This is an optimization exercise on Yosys and OpenROAD, whose aim is small area, not a production implementation.
The RTL was checked by simulation tests, not by an equivalence proof against the original design.
Power is estimated from default activity; no workload was simulated.

==> flow/design.v <==
`timescale 1ns/1ps
package safe_mode_pkg;
  typedef enum logic [1:0] {
    MODE_INDEP = 2'd0,
    MODE_TMR   = 2'd1,
    MODE_DMR   = 2'd2
  } fabric_mode_e;
  typedef logic [$clog2(3)-1:0] hart_idx_t;
endpackage
`timescale 1ns/1ps
package safe_bus_pkg;
  typedef logic [32-1:0] addr_t;
  typedef logic [32-1:0] data_t;
  typedef enum logic {
    OP_READ  = 1'b0,
    OP_WRITE = 1'b1
  } bus_op_e;
endpackage
`timescale 1ns/1ps
module tmr_checker (
  input  logic [65:0] w0_i,
  input  logic [65:0] w1_i,
  input  logic [65:0] w2_i,
  output logic [5:0]  mismatch_o
);
  logic [65:0] ne;
  assign ne = (w0_i | w1_i | w2_i) & ~(w0_i & w1_i & w2_i);
  for (genvar g = 0; g < 6; g++) begin : gen_grp
    assign mismatch_o[g] = |ne[11*g +: 11];
  end
endmodule
module dmr_checker (
  input  logic [2:0]  sel_i,
  input  logic [65:0] w0_i,
  input  logic [65:0] w1_i,
  input  logic [65:0] w2_i,
  input  logic [65:0] dly_n_i,
  output logic [5:0]  mismatch_o
);
  logic [65:0] wp, ne;
  assign wp = ({66{sel_i[0]}} & w0_i) | ({66{sel_i[1]}} & w1_i) | ({66{sel_i[2]}} & w2_i);
  assign ne = wp ^ ~dly_n_i;
  for (genvar g = 0; g < 6; g++) begin : gen_grp
    assign mismatch_o[g] = |ne[11*g +: 11];
  end
endmodule
`timescale 1ns/1ps
module mem_router (
  input  logic [65:0] w0_i,
  input  logic [65:0] w1_i,
  input  logic [65:0] w2_i,
  input  logic [2:0]  sel_own_i,
  input  logic [2:0]  sel_vote_i,
  output logic [65:0] m0_o,
  output logic [65:0] m1_o,
  output logic [65:0] m2_o
);
  logic [65:0] maj;
  assign maj  = (w0_i & w1_i) | (w0_i & w2_i) | (w1_i & w2_i);
  assign m0_o = ({66{sel_own_i[0]}} & w0_i) | ({66{sel_vote_i[0]}} & maj);
  assign m1_o = ({66{sel_own_i[1]}} & w1_i) | ({66{sel_vote_i[1]}} & maj);
  assign m2_o = ({66{sel_own_i[2]}} & w2_i) | ({66{sel_vote_i[2]}} & maj);
endmodule
module core_router (
  input  logic [33:0] r0_i,
  input  logic [33:0] r1_i,
  input  logic [33:0] r2_i,
  input  logic [33:0] dly_n_i,
  input  logic [2:0]  m_i,
  input  logic        tmr_i,
  input  logic [2:0]  sel_own_i,
  input  logic [2:0]  sel_dly_i,
  input  logic [2:0]  sel_park_i,
  input  logic [2:0]  park_gnt_i,
  input  logic        park_rvalid_i,
  output logic [33:0] rm_n_o,
  output logic [33:0] c0_o,
  output logic [33:0] c1_o,
  output logic [33:0] c2_o
);
  localparam logic [31:0] WFI_INSN = 32'h1050_0073;
  logic [33:0] park [3];
  logic [33:0] rm, t, dly;
  assign rm     = ({34{m_i[0]}} & r0_i) | ({34{m_i[1]}} & r1_i) | ({34{m_i[2]}} & r2_i);
  assign rm_n_o = ~rm;
  assign dly    = ~dly_n_i;
  assign t      = {34{tmr_i}} & rm;
  for (genvar i = 0; i < 3; i++) begin : gen_park
    assign park[i] = {park_gnt_i[i], park_rvalid_i, WFI_INSN};
  end
  assign c0_o = ({34{sel_own_i[0]}} & r0_i) | t | ({34{sel_dly_i[0]}} & dly) | ({34{sel_park_i[0]}} & park[0]);
  assign c1_o = ({34{sel_own_i[1]}} & r1_i) | t | ({34{sel_dly_i[1]}} & dly) | ({34{sel_park_i[1]}} & park[1]);
  assign c2_o = ({34{sel_own_i[2]}} & r2_i) | t | ({34{sel_dly_i[2]}} & dly) | ({34{sel_park_i[2]}} & park[2]);
endmodule
`timescale 1ns/1ps
module safe_bus_fabric (
  input  logic         clk_i,
  input  logic         rst_ni,
  input  logic [2:0]   core_req_i,
  input  logic [2:0]   core_op_i,
  input  logic [95:0]  core_addr_i,
  input  logic [95:0]  core_wdata_i,
  output logic [2:0]   core_gnt_o,
  output logic [2:0]   core_rvalid_o,
  output logic [95:0]  core_rdata_o,
  output logic [2:0]   mem_req_o,
  output logic [2:0]   mem_op_o,
  output logic [95:0]  mem_addr_o,
  output logic [95:0]  mem_wdata_o,
  input  logic [2:0]   mem_gnt_i,
  input  logic [2:0]   mem_rvalid_i,
  input  logic [95:0]  mem_rdata_i,
  input  logic [1:0]   mode_req_i,
  input  logic [1:0]   master_req_i,
  input  logic [2:0]   sleep_i,
  output logic [1:0]   mode_o,
  output logic [1:0]   master_o,
  output logic         tmr_error_o,
  output logic         dmr_error_o
);
  logic [1:0]  mode_q;      
  logic [1:0]  master_q;    
  logic        dmr1_q;      
  logic        fill_q;      
  logic        park_q;      
  logic        v0_q, v1_q;  
  logic [65:0] s0_req_q, s1_req_q;    
  logic [33:0] s0_rsp_q, s1_rsp_q;    
  logic tmr, dmr, indep;
  logic [2:0] m, p, k;   
  logic [2:0] sel_own, sel_vote, sel_dly, sel_park;
  assign tmr   = mode_q[0];
  assign dmr   = mode_q[1];
  assign indep = ~mode_q[0] & ~mode_q[1];
  assign m = {master_q[1], master_q[0], ~master_q[1] & ~master_q[0]};
  assign p = {m[1], m[0], m[2]};
  assign k = {m[0], m[2], m[1]};
  assign sel_own  = {3{indep}} | ({3{dmr}} & m);
  assign sel_vote = {3{tmr}} & m;
  assign sel_dly  = {3{dmr & v1_q}} & p;
  assign sel_park = {3{dmr}} & k;
  logic [65:0] word [3];
  logic [65:0] mem_word [3];
  logic [65:0] mem_none;
  for (genvar i = 0; i < 3; i++) begin : gen_word
    assign word[i] = {core_req_i[i], core_op_i[i], core_addr_i[32*i +: 32], core_wdata_i[32*i +: 32]};
  end
  mem_router u_mem (
    .w0_i (word[0]), .w1_i (word[1]), .w2_i (word[2]),
    .sel_own_i (sel_own), .sel_vote_i (sel_vote),
    .m0_o (mem_word[0]), .m1_o (mem_word[1]), .m2_o (mem_word[2])
  );
  assign mem_none = ~(mem_word[0] | mem_word[1] | mem_word[2]);
  for (genvar i = 0; i < 3; i++) begin : gen_mem
    assign mem_req_o[i]            = mem_word[i][65];
    assign mem_op_o[i]             = mem_word[i][64];
    assign mem_addr_o[32*i +: 32]  = mem_word[i][63:32];
    assign mem_wdata_o[32*i +: 32] = mem_word[i][31:0];
  end
  logic [33:0] rsp [3];
  logic [33:0] rsp_m_n;
  logic [33:0] core_word [3];
  for (genvar i = 0; i < 3; i++) begin : gen_rsp
    assign rsp[i] = {mem_gnt_i[i], mem_rvalid_i[i], mem_rdata_i[32*i +: 32]};
  end
  core_router u_core (
    .r0_i (rsp[0]), .r1_i (rsp[1]), .r2_i (rsp[2]), .dly_n_i (s1_rsp_q),
    .m_i (m), .tmr_i (tmr), .sel_own_i (sel_own), .sel_dly_i (sel_dly),
    .sel_park_i (sel_park), .park_gnt_i (core_req_i), .park_rvalid_i (park_q),
    .rm_n_o (rsp_m_n), .c0_o (core_word[0]), .c1_o (core_word[1]), .c2_o (core_word[2])
  );
  for (genvar i = 0; i < 3; i++) begin : gen_core
    assign core_gnt_o[i]            = core_word[i][33];
    assign core_rvalid_o[i]         = core_word[i][32];
    assign core_rdata_o[32*i +: 32] = core_word[i][31:0];
  end
  logic [5:0] tmr_mismatch, dmr_mismatch;
  tmr_checker u_tmr (.w0_i(word[0]), .w1_i(word[1]), .w2_i(word[2]), .mismatch_o(tmr_mismatch));
  dmr_checker u_dmr (.sel_i(p), .w0_i(word[0]), .w1_i(word[1]), .w2_i(word[2]), .dly_n_i(s1_req_q),
                     .mismatch_o(dmr_mismatch));
  assign tmr_error_o = tmr & |tmr_mismatch;
  assign dmr_error_o = dmr & fill_q & |dmr_mismatch;
  assign mode_o      = mode_q;
  assign master_o    = master_q;
  always_ff @(posedge clk_i or negedge rst_ni) begin
    if (!rst_ni) begin
      mode_q   <= 2'd0;
      master_q <= 2'd0;
      dmr1_q   <= 1'b0;
      fill_q   <= 1'b0;
      park_q   <= 1'b0;
      v0_q     <= 1'b0;
      v1_q     <= 1'b0;
    end else begin
      if (&sleep_i) begin
        if (mode_req_i != 2'd3)   mode_q   <= mode_req_i;
        if (master_req_i != 2'd3) master_q <= master_req_i;
      end
      dmr1_q <= dmr;
      fill_q <= dmr & dmr1_q;
      park_q <= dmr & |(k & core_req_i);
      if (dmr) begin
        v0_q <= 1'b1;
        v1_q <= v0_q;
      end
    end
  end
  always_ff @(posedge clk_i) begin
    s0_req_q <= mem_none;
    s1_req_q <= s0_req_q;
  end
  always_ff @(posedge clk_i) begin
    if (dmr) begin
      s0_rsp_q <= rsp_m_n;
      s1_rsp_q <= s0_rsp_q;
    end
  end
endmodule
export LEC_CHECK = 0
export CAP_MARGIN = 20
export CELL_PAD_IN_SITES_DETAIL_PLACEMENT = 1
export CELL_PAD_IN_SITES_GLOBAL_PLACEMENT = 1
export CORE_MARGIN = 2
export CORE_UTILIZATION = 40
export SLEW_MARGIN = 20
export SYNTH_HIERARCHICAL = 1
create_clock -name core_clock -period 6.0 [get_ports {clk_i}]
standard.sh (not shown) runs the stock make flow with config.mk's settings and CLKGATE_MAP_FILE= SYNTH_SCRIPT=/design/flow/synth_recipe.tcl, a recipe that flattens the netlist after the stock synthesis.
==> flow/flow/run.sh <==
#!/bin/bash
# ORFS layout with three changes:
#  * synthesis is the standard one (synth_recipe.tcl, same passes and register names), but
#    ABC maps with an area-oriented script (flow/abc_area_map.script) instead of the speed
#    script; the standard flow's scripts are copied and only that file is swapped;
#  * the port buffers use the plain smallest buffer (buffer_ports otherwise picks the
#    weakest-drive buffer, a large delay cell);
#  * clock tree synthesis uses mid-size clock buffers on clusters of about 14
#    flip-flops, and no dummy loads.
# Each step's full output stays in orfs/logs; make's own output goes to *.log here.
set -euo pipefail
here=$(pwd)
rm -rf "$here/scripts_abc"
cp -r "$FLOW_HOME/scripts" "$here/scripts_abc"
cp "$here/flow/abc_area_map.script" "$here/scripts_abc/abc_speed.script"
SCRIPTS_DIR="$here/scripts_abc" bash standard.sh synth > synth.log 2>&1
export BUFFER_PORTS_ARGS="-buffer_cell sky130_fd_sc_hd__buf_1"
export CTS_ARGS="-sink_clustering_enable -repair_clock_nets -dont_use_dummy_load -sink_clustering_size 14 -sink_clustering_max_diameter 70 -buf_list {sky130_fd_sc_hd__clkbuf_8}"
bash standard.sh > layout.log 2>&1
==> flow/flow/abc_area_map.script <==
strash
dch -f
amap
topo
The starting point finished clean.
Rerun with:
--- a/flow/design.v
+++ b/flow/design.v
@@ -32,16 +32,16 @@
 module dmr_checker (
   input  logic [2:0]  sel_i,
   input  logic [65:0] w0_i,
   input  logic [65:0] w1_i,
   input  logic [65:0] w2_i,
-  input  logic [65:0] dly_n_i,
+  input  logic [65:0] dly_i,
   output logic [5:0]  mismatch_o
 );
   logic [65:0] wp, ne;
   assign wp = ({66{sel_i[0]}} & w0_i) | ({66{sel_i[1]}} & w1_i) | ({66{sel_i[2]}} & w2_i);
-  assign ne = wp ^ ~dly_n_i;
+  assign ne = wp ^ dly_i;
   for (genvar g = 0; g < 6; g++) begin : gen_grp
     assign mismatch_o[g] = |ne[11*g +: 11];
   end
 endmodule
 `timescale 1ns/1ps
@@ -122,11 +122,11 @@
   logic [1:0]  master_q;    
   logic        dmr1_q;      
   logic        fill_q;      
   logic        park_q;      
   logic        v0_q, v1_q;  
-  logic [65:0] s0_req_q, s1_req_q;    
+  logic [65:0] s0_req_q, s1_req_q;
   logic [33:0] s0_rsp_q, s1_rsp_q;    
   logic tmr, dmr, indep;
   logic [2:0] m, p, k;   
   logic [2:0] sel_own, sel_vote, sel_dly, sel_park;
   assign tmr   = mode_q[0];
@@ -139,20 +139,20 @@
   assign sel_vote = {3{tmr}} & m;
   assign sel_dly  = {3{dmr & v1_q}} & p;
   assign sel_park = {3{dmr}} & k;
   logic [65:0] word [3];
   logic [65:0] mem_word [3];
-  logic [65:0] mem_none;
+  logic [65:0] mem_any;
   for (genvar i = 0; i < 3; i++) begin : gen_word
     assign word[i] = {core_req_i[i], core_op_i[i], core_addr_i[32*i +: 32], core_wdata_i[32*i +: 32]};
   end
   mem_router u_mem (
     .w0_i (word[0]), .w1_i (word[1]), .w2_i (word[2]),
     .sel_own_i (sel_own), .sel_vote_i (sel_vote),
     .m0_o (mem_word[0]), .m1_o (mem_word[1]), .m2_o (mem_word[2])
   );
-  assign mem_none = ~(mem_word[0] | mem_word[1] | mem_word[2]);
+  assign mem_any = mem_word[0] | mem_word[1] | mem_word[2];
   for (genvar i = 0; i < 3; i++) begin : gen_mem
     assign mem_req_o[i]            = mem_word[i][65];
     assign mem_op_o[i]             = mem_word[i][64];
     assign mem_addr_o[32*i +: 32]  = mem_word[i][63:32];
     assign mem_wdata_o[32*i +: 32] = mem_word[i][31:0];
@@ -174,11 +174,11 @@
     assign core_rvalid_o[i]         = core_word[i][32];
     assign core_rdata_o[32*i +: 32] = core_word[i][31:0];
   end
   logic [5:0] tmr_mismatch, dmr_mismatch;
   tmr_checker u_tmr (.w0_i(word[0]), .w1_i(word[1]), .w2_i(word[2]), .mismatch_o(tmr_mismatch));
-  dmr_checker u_dmr (.sel_i(p), .w0_i(word[0]), .w1_i(word[1]), .w2_i(word[2]), .dly_n_i(s1_req_q),
+  dmr_checker u_dmr (.sel_i(p), .w0_i(word[0]), .w1_i(word[1]), .w2_i(word[2]), .dly_i(s1_req_q),
                      .mismatch_o(dmr_mismatch));
   assign tmr_error_o = tmr & |tmr_mismatch;
   assign dmr_error_o = dmr & fill_q & |dmr_mismatch;
   assign mode_o      = mode_q;
   assign master_o    = master_q;
@@ -204,11 +204,11 @@
         v1_q <= v0_q;
       end
     end
   end
   always_ff @(posedge clk_i) begin
-    s0_req_q <= mem_none;
+    s0_req_q <= mem_any;
     s1_req_q <= s0_req_q;
   end
   always_ff @(posedge clk_i) begin
     if (dmr) begin
       s0_rsp_q <= rsp_m_n;
Result:
- routed wire length increases slightly
- total power decreases slightly
- design area hardly moves
- non-clock buffer count decreases by 1
- sequential power is about the same
- area after synthesis decreases slightly

separate check: timing with driven ports:
No port has a modelled driver above. Below, the same layouts with a new extraction and two added sets of constraints. Step 1 sets driving cells, clkbuf_16 on the clock port and buf_2 on the other inputs (assumed; they add their load-dependent delay and slew). Step 2 also shifts input and output timing later by t, the mid clock arrival at the registers, as if the neighbouring blocks saw the same clock. Slacks: ideal / step 1 / step 2; pairs: ideal / step 1.
| run | t, ns | setup WS [ns] | worst hold slack (ns) | worst setup path at the end | slew at the worst register clock pin (ns) |
|---|---|---|---|---|---|
| the first run | 0.553 | 0.282 / 0.233 / 0.516 | 0.329 / 0.329 / 0.329 | input to output | 0.10 / 0.10 |
| the second run | 0.554 | 0.838 / 0.786 / 1.051 | 0.321 / 0.321 / 0.321 | input to output | 0.10 / 0.10 |
After both steps setup and hold are still met in every run listed.
